What follows belongs to an exercise in optimizing a design on an open flow for small area, a short achievable clock period and few clock cycles; a production flow would make more cautious choices. In this exercise RTL edits were held to simulation tests only and were not proved equivalent to the original.

==> exp/maple: inputs <==
## fir_top
module fir_top (
    input  logic      clk,
    input  logic      rst,
    input  logic      in_valid,
    output logic      in_ready,
    input  logic [32:0] in_beat,     
    output logic      out_valid,
    output logic [64:0] out_beat     
);
    localparam int ROWS = 3;
    logic [31:0]           x0;
    logic [6:1][31:0]      hist;
    logic                  push_valid;
    logic                  push_last;
    logic [ROWS-1:0][24:0] re_rows, im_rows;
    frame_sequencer u_frame_sequencer (
        .clk        (clk),
        .rst        (rst),
        .in_valid   (in_valid),
        .in_ready   (in_ready),
        .in_beat    (in_beat),
        .x0         (x0),
        .hist       (hist),
        .push_valid (push_valid),
        .push_last  (push_last)
    );
    tap_chain u_tap_chain (
        .clk     (clk),
        .x0      (x0),
        .hist    (hist),
        .center  (hist[4]),
        .re_rows (re_rows),
        .im_rows (im_rows)
    );
    output_framer #(.ROWS(ROWS)) u_output_framer (
        .clk        (clk),
        .rst        (rst),
        .push_valid (push_valid),
        .push_last  (push_last),
  ...
==> module systolic_tap, before the edit <==
module systolic_tap (
    input  logic [31:0] a,           
    input  logic [31:0] b,           
    output logic [16:0] sum_re,
    output logic [16:0] sum_im
);
    preadd17 u_re (.a({a[31], a[31:16]}), .b({b[31], b[31:16]}), .y(sum_re));
    preadd17 u_im (.a({a[15], a[15:0]}),  .b({b[15], b[15:0]}),  .y(sum_im));
endmodule
==> module preadd17, before the edit <==
module preadd17 (
    input  logic [16:0] a,
    input  logic [16:0] b,
    output logic [16:0] y
);
    logic [16:0] g0, p0;
    assign g0 = a & b;
    assign p0 = a ^ b;
    wire gg0 = g0[1] | (p0[1] & g0[0]);
    wire gg1 = g0[3] | (p0[3] & g0[2]);
    wire pp1 = p0[3] & p0[2];
    wire gg2 = g0[5] | (p0[5] & g0[4]);
    wire pp2 = p0[5] & p0[4];
    wire gg3 = g0[7] | (p0[7] & g0[6]);
    wire pp3 = p0[7] & p0[6];
    wire gg4 = g0[9] | (p0[9] & g0[8]);
    wire pp4 = p0[9] & p0[8];
    wire gg5 = g0[11] | (p0[11] & g0[10]);
    wire pp5 = p0[11] & p0[10];
    wire gg6 = g0[13] | (p0[13] & g0[12]);
    wire pp6 = p0[13] & p0[12];
    wire gg7 = g0[15] | (p0[15] & g0[14]);
    wire pp7 = p0[15] & p0[14];
    wire gg8 = gg1 | (pp1 & gg0);
    wire gg9 = gg3 | (pp3 & gg2);
    wire pp9 = pp3 & pp2;
    wire gg10 = gg5 | (pp5 & gg4);
    wire pp10 = pp5 & pp4;
    wire gg11 = gg7 | (pp7 & gg6);
    wire pp11 = pp7 & pp6;
    wire gg12 = gg9 | (pp9 & gg8);
    wire gg13 = gg11 | (pp11 & gg10);
    wire pp13 = pp11 & pp10;
    wire gg14 = gg13 | (pp13 & gg12);
    wire gg15 = gg10 | (pp10 & gg12);
    wire gg16 = gg2 | (pp2 & gg8);
    wire gg17 = gg4 | (pp4 & gg12);
    wire gg18 = gg6 | (pp6 & gg15);
    wire gg19 = g0[2] | (p0[2] & gg0);
    wire gg20 = g0[4] | (p0[4] & gg8);
    wire gg21 = g0[6] | (p0[6] & gg16);
    wire gg22 = g0[8] | (p0[8] & gg12);
    wire gg23 = g0[10] | (p0[10] & gg17);
    wire gg24 = g0[12] | (p0[12] & gg15);
    wire gg25 = g0[14] | (p0[14] & gg18);
    wire gg26 = g0[16] | (p0[16] & gg14);
    assign y[0] = p0[0];
    assign y[1] = p0[1] ^ g0[0];
    assign y[2] = p0[2] ^ gg0;
    assign y[3] = p0[3] ^ gg19;
    assign y[4] = p0[4] ^ gg8;
    assign y[5] = p0[5] ^ gg20;
    assign y[6] = p0[6] ^ gg16;
    assign y[7] = p0[7] ^ gg21;
    assign y[8] = p0[8] ^ gg12;
    assign y[9] = p0[9] ^ gg22;
    assign y[10] = p0[10] ^ gg17;
    assign y[11] = p0[11] ^ gg23;
    assign y[12] = p0[12] ^ gg15;
    assign y[13] = p0[13] ^ gg24;
    assign y[14] = p0[14] ^ gg18;
    assign y[15] = p0[15] ^ gg25;
    assign y[16] = p0[16] ^ gg14;
endmodule
Settings: LEC_CHECK=0, CAP_MARGIN=20, CORE_MARGIN=2, CORE_UTILIZATION=40, SETUP_SLACK_MARGIN=0.3, SLEW_MARGIN=20; clock period 10.0 ns.
run.sh (not shown) runs the stock make flow with config.mk's settings and CLKGATE_MAP_FILE= SYNTH_SCRIPT=/design/flow/synth_recipe.tcl, a recipe that flattens the netlist after the stock synthesis.
==> inputs of exp/harbor, as changes to exp/maple <==
--- a/flow/design.v
+++ b/flow/design.v
@@ -90,68 +90,4 @@
 );
-    preadd17 u_re (.a({a[31], a[31:16]}), .b({b[31], b[31:16]}), .y(sum_re));
-    preadd17 u_im (.a({a[15], a[15:0]}),  .b({b[15], b[15:0]}),  .y(sum_im));
-endmodule
-module preadd17 (
-    input  logic [16:0] a,
-    input  logic [16:0] b,
-    output logic [16:0] y
-);
-    logic [16:0] g0, p0;
-    assign g0 = a & b;
-    assign p0 = a ^ b;
-    wire gg0 = g0[1] | (p0[1] & g0[0]);
-    wire gg1 = g0[3] | (p0[3] & g0[2]);
-    wire pp1 = p0[3] & p0[2];
-    wire gg2 = g0[5] | (p0[5] & g0[4]);
-    wire pp2 = p0[5] & p0[4];
-    wire gg3 = g0[7] | (p0[7] & g0[6]);
-    wire pp3 = p0[7] & p0[6];
-    wire gg4 = g0[9] | (p0[9] & g0[8]);
-    wire pp4 = p0[9] & p0[8];
-    wire gg5 = g0[11] | (p0[11] & g0[10]);
-    wire pp5 = p0[11] & p0[10];
-    wire gg6 = g0[13] | (p0[13] & g0[12]);
-    wire pp6 = p0[13] & p0[12];
-    wire gg7 = g0[15] | (p0[15] & g0[14]);
-    wire pp7 = p0[15] & p0[14];
-    wire gg8 = gg1 | (pp1 & gg0);
-    wire gg9 = gg3 | (pp3 & gg2);
-    wire pp9 = pp3 & pp2;
-    wire gg10 = gg5 | (pp5 & gg4);
-    wire pp10 = pp5 & pp4;
-    wire gg11 = gg7 | (pp7 & gg6);
-    wire pp11 = pp7 & pp6;
-    wire gg12 = gg9 | (pp9 & gg8);
-    wire gg13 = gg11 | (pp11 & gg10);
-    wire pp13 = pp11 & pp10;
-    wire gg14 = gg13 | (pp13 & gg12);
-    wire gg15 = gg10 | (pp10 & gg12);
-    wire gg16 = gg2 | (pp2 & gg8);
-    wire gg17 = gg4 | (pp4 & gg12);
-    wire gg18 = gg6 | (pp6 & gg15);
-    wire gg19 = g0[2] | (p0[2] & gg0);
-    wire gg20 = g0[4] | (p0[4] & gg8);
-    wire gg21 = g0[6] | (p0[6] & gg16);
-    wire gg22 = g0[8] | (p0[8] & gg12);
-    wire gg23 = g0[10] | (p0[10] & gg17);
-    wire gg24 = g0[12] | (p0[12] & gg15);
-    wire gg25 = g0[14] | (p0[14] & gg18);
-    wire gg26 = g0[16] | (p0[16] & gg14);
-    assign y[0] = p0[0];
-    assign y[1] = p0[1] ^ g0[0];
-    assign y[2] = p0[2] ^ gg0;
-    assign y[3] = p0[3] ^ gg19;
-    assign y[4] = p0[4] ^ gg8;
-    assign y[5] = p0[5] ^ gg20;
-    assign y[6] = p0[6] ^ gg16;
-    assign y[7] = p0[7] ^ gg21;
-    assign y[8] = p0[8] ^ gg12;
-    assign y[9] = p0[9] ^ gg22;
-    assign y[10] = p0[10] ^ gg17;
-    assign y[11] = p0[11] ^ gg23;
-    assign y[12] = p0[12] ^ gg15;
-    assign y[13] = p0[13] ^ gg24;
-    assign y[14] = p0[14] ^ gg18;
-    assign y[15] = p0[15] ^ gg25;
-    assign y[16] = p0[16] ^ gg14;
+    assign sum_re = {a[31], a[31:16]} + {b[31], b[31:16]};
+    assign sum_im = {a[15], a[15:0]}  + {b[15], b[15:0]};
 endmodule
==> inputs of exp/ember, as changes to exp/maple <==
--- a/flow/design.v
+++ b/flow/design.v
@@ -90,68 +90,4 @@
 );
-    preadd17 u_re (.a({a[31], a[31:16]}), .b({b[31], b[31:16]}), .y(sum_re));
-    preadd17 u_im (.a({a[15], a[15:0]}),  .b({b[15], b[15:0]}),  .y(sum_im));
-endmodule
-module preadd17 (
-    input  logic [16:0] a,
-    input  logic [16:0] b,
-    output logic [16:0] y
-);
-    logic [16:0] g0, p0;
-    assign g0 = a & b;
-    assign p0 = a ^ b;
-    wire gg0 = g0[1] | (p0[1] & g0[0]);
-    wire gg1 = g0[3] | (p0[3] & g0[2]);
-    wire pp1 = p0[3] & p0[2];
-    wire gg2 = g0[5] | (p0[5] & g0[4]);
-    wire pp2 = p0[5] & p0[4];
-    wire gg3 = g0[7] | (p0[7] & g0[6]);
-    wire pp3 = p0[7] & p0[6];
-    wire gg4 = g0[9] | (p0[9] & g0[8]);
-    wire pp4 = p0[9] & p0[8];
-    wire gg5 = g0[11] | (p0[11] & g0[10]);
-    wire pp5 = p0[11] & p0[10];
-    wire gg6 = g0[13] | (p0[13] & g0[12]);
-    wire pp6 = p0[13] & p0[12];
-    wire gg7 = g0[15] | (p0[15] & g0[14]);
-    wire pp7 = p0[15] & p0[14];
-    wire gg8 = gg1 | (pp1 & gg0);
-    wire gg9 = gg3 | (pp3 & gg2);
-    wire pp9 = pp3 & pp2;
-    wire gg10 = gg5 | (pp5 & gg4);
-    wire pp10 = pp5 & pp4;
-    wire gg11 = gg7 | (pp7 & gg6);
-    wire pp11 = pp7 & pp6;
-    wire gg12 = gg9 | (pp9 & gg8);
-    wire gg13 = gg11 | (pp11 & gg10);
-    wire pp13 = pp11 & pp10;
-    wire gg14 = gg13 | (pp13 & gg12);
-    wire gg15 = gg10 | (pp10 & gg12);
-    wire gg16 = gg2 | (pp2 & gg8);
-    wire gg17 = gg4 | (pp4 & gg12);
-    wire gg18 = gg6 | (pp6 & gg15);
-    wire gg19 = g0[2] | (p0[2] & gg0);
-    wire gg20 = g0[4] | (p0[4] & gg8);
-    wire gg21 = g0[6] | (p0[6] & gg16);
-    wire gg22 = g0[8] | (p0[8] & gg12);
-    wire gg23 = g0[10] | (p0[10] & gg17);
-    wire gg24 = g0[12] | (p0[12] & gg15);
-    wire gg25 = g0[14] | (p0[14] & gg18);
-    wire gg26 = g0[16] | (p0[16] & gg14);
-    assign y[0] = p0[0];
-    assign y[1] = p0[1] ^ g0[0];
-    assign y[2] = p0[2] ^ gg0;
-    assign y[3] = p0[3] ^ gg19;
-    assign y[4] = p0[4] ^ gg8;
-    assign y[5] = p0[5] ^ gg20;
-    assign y[6] = p0[6] ^ gg16;
-    assign y[7] = p0[7] ^ gg21;
-    assign y[8] = p0[8] ^ gg12;
-    assign y[9] = p0[9] ^ gg22;
-    assign y[10] = p0[10] ^ gg17;
-    assign y[11] = p0[11] ^ gg23;
-    assign y[12] = p0[12] ^ gg15;
-    assign y[13] = p0[13] ^ gg24;
-    assign y[14] = p0[14] ^ gg18;
-    assign y[15] = p0[15] ^ gg25;
-    assign y[16] = p0[16] ^ gg14;
+    assign sum_re = {a[31], a[31:16]} + {b[31], b[31:16]};
+    assign sum_im = {a[15], a[15:0]}  + {b[15], b[15:0]};
 endmodule
--- a/flow/config.mk
+++ b/flow/config.mk
@@ -10,2 +10,4 @@
 export CORE_UTILIZATION = 40
+export CTS_BUF_LIST = sky130_fd_sc_hd__clkbuf_4 sky130_fd_sc_hd__clkbuf_8
+export CTS_CLUSTER_SIZE = 30
 export SETUP_SLACK_MARGIN = 0.3
==> run notes <==
| quantity | exp/harbor | exp/ember | exp/maple |
|---|---|---|---|
| Post-synthesis to final-layout area growth | 13.7% | 13.5% | 12.9% |
| Fraction of met3 tracks used by global routing | 2.85% | 3.57% | 4.75% |
| Post-synthesis cell type count | 60 | 60 | 58 |
| Layout net count | 3479 | 3511 | 3412 |
| Final-layout non-clock buffer area share | 2.87% | 2.88% | 2.89% |
| Horizontal die dimension | 288 um | 288 um | 286 um |
| Synthesized instance count | 2611 | 2611 | 2507 |
| Critical-path cell with the highest stage delay | sky130_fd_sc_hd__fa_1 | sky130_fd_sc_hd__a41oi_1 | sky130_fd_sc_hd__dfxtp_1 |
| Status | timing/DRC/antenna clean | timing/DRC/antenna clean | timing/DRC/antenna clean |
| Final instance count without filler cells | 3860 | 3923 | 3746 |
| Uppermost layer routed | met4 | met5 | met5 |
| Source of the critical timing path | u_output_framer.re_rows_q[1] | u_output_framer.im_rows_q[1] | u_tap_chain.pre_re_q[43] |
| Clock buf/inv share | 5.93% | 5.78% | 5.30% |
| Final period util | 37.6% | 37.4% | 37.0% |
| Non-clock inverters | 682 | 682 | 720 |
| Clk Tree Root Cell | sky130_fd_sc_hd__clkbuf_16 | sky130_fd_sc_hd__clkbuf_8 | sky130_fd_sc_hd__clkbuf_16 |
| DRT Wirelength | 80600 um | 81600 um | 80200 um |
| Placeable core region | 0.0802 mm2 | 0.0802 mm2 | 0.0790 mm2 |
| Relative slew slack | 31.2% | 31.2% | 27.4% |
Testbench counts of exp/harbor, summed over its fixed seeds: cycles 5,205.
Testbench counts of exp/ember, summed over its fixed seeds: cycles 5,205.

## separate check: timing with driven ports
The results above use ideal ports. As a check the final layouts listed here were re-extracted and re-timed, cells and wires unchanged. Step 1 assumes that a clkbuf_16 drives the clock port and a buf_2 every other input. Step 2, shift: input delay + t, output delay - t, t = (earliest + latest rising clock arrival at the registers) / 2. This alone moves slack from input paths to output paths. Slacks: ideal / step 1 / step 2; pairs: ideal / step 1.
run | shift t [ns] | setup WS [ns] | clock arrival spread, ns | slew at the worst register clock pin (ns) | worst data-port slew with drivers (ns)
exp/maple | 0.677 | 6.295 / 6.254 / 6.295 | 0.025 / 0.024 | 0.08 / 0.08 | 0.04
exp/harbor | 0.687 | 6.240 / 6.240 / 6.240 | 0.034 / 0.034 | 0.07 / 0.07 | 0.06
exp/ember | 0.758 | 6.263 / 6.206 / 6.263 | 0.037 / 0.037 | 0.07 / 0.07 | 0.06
After both steps setup and hold are still met in every run listed.
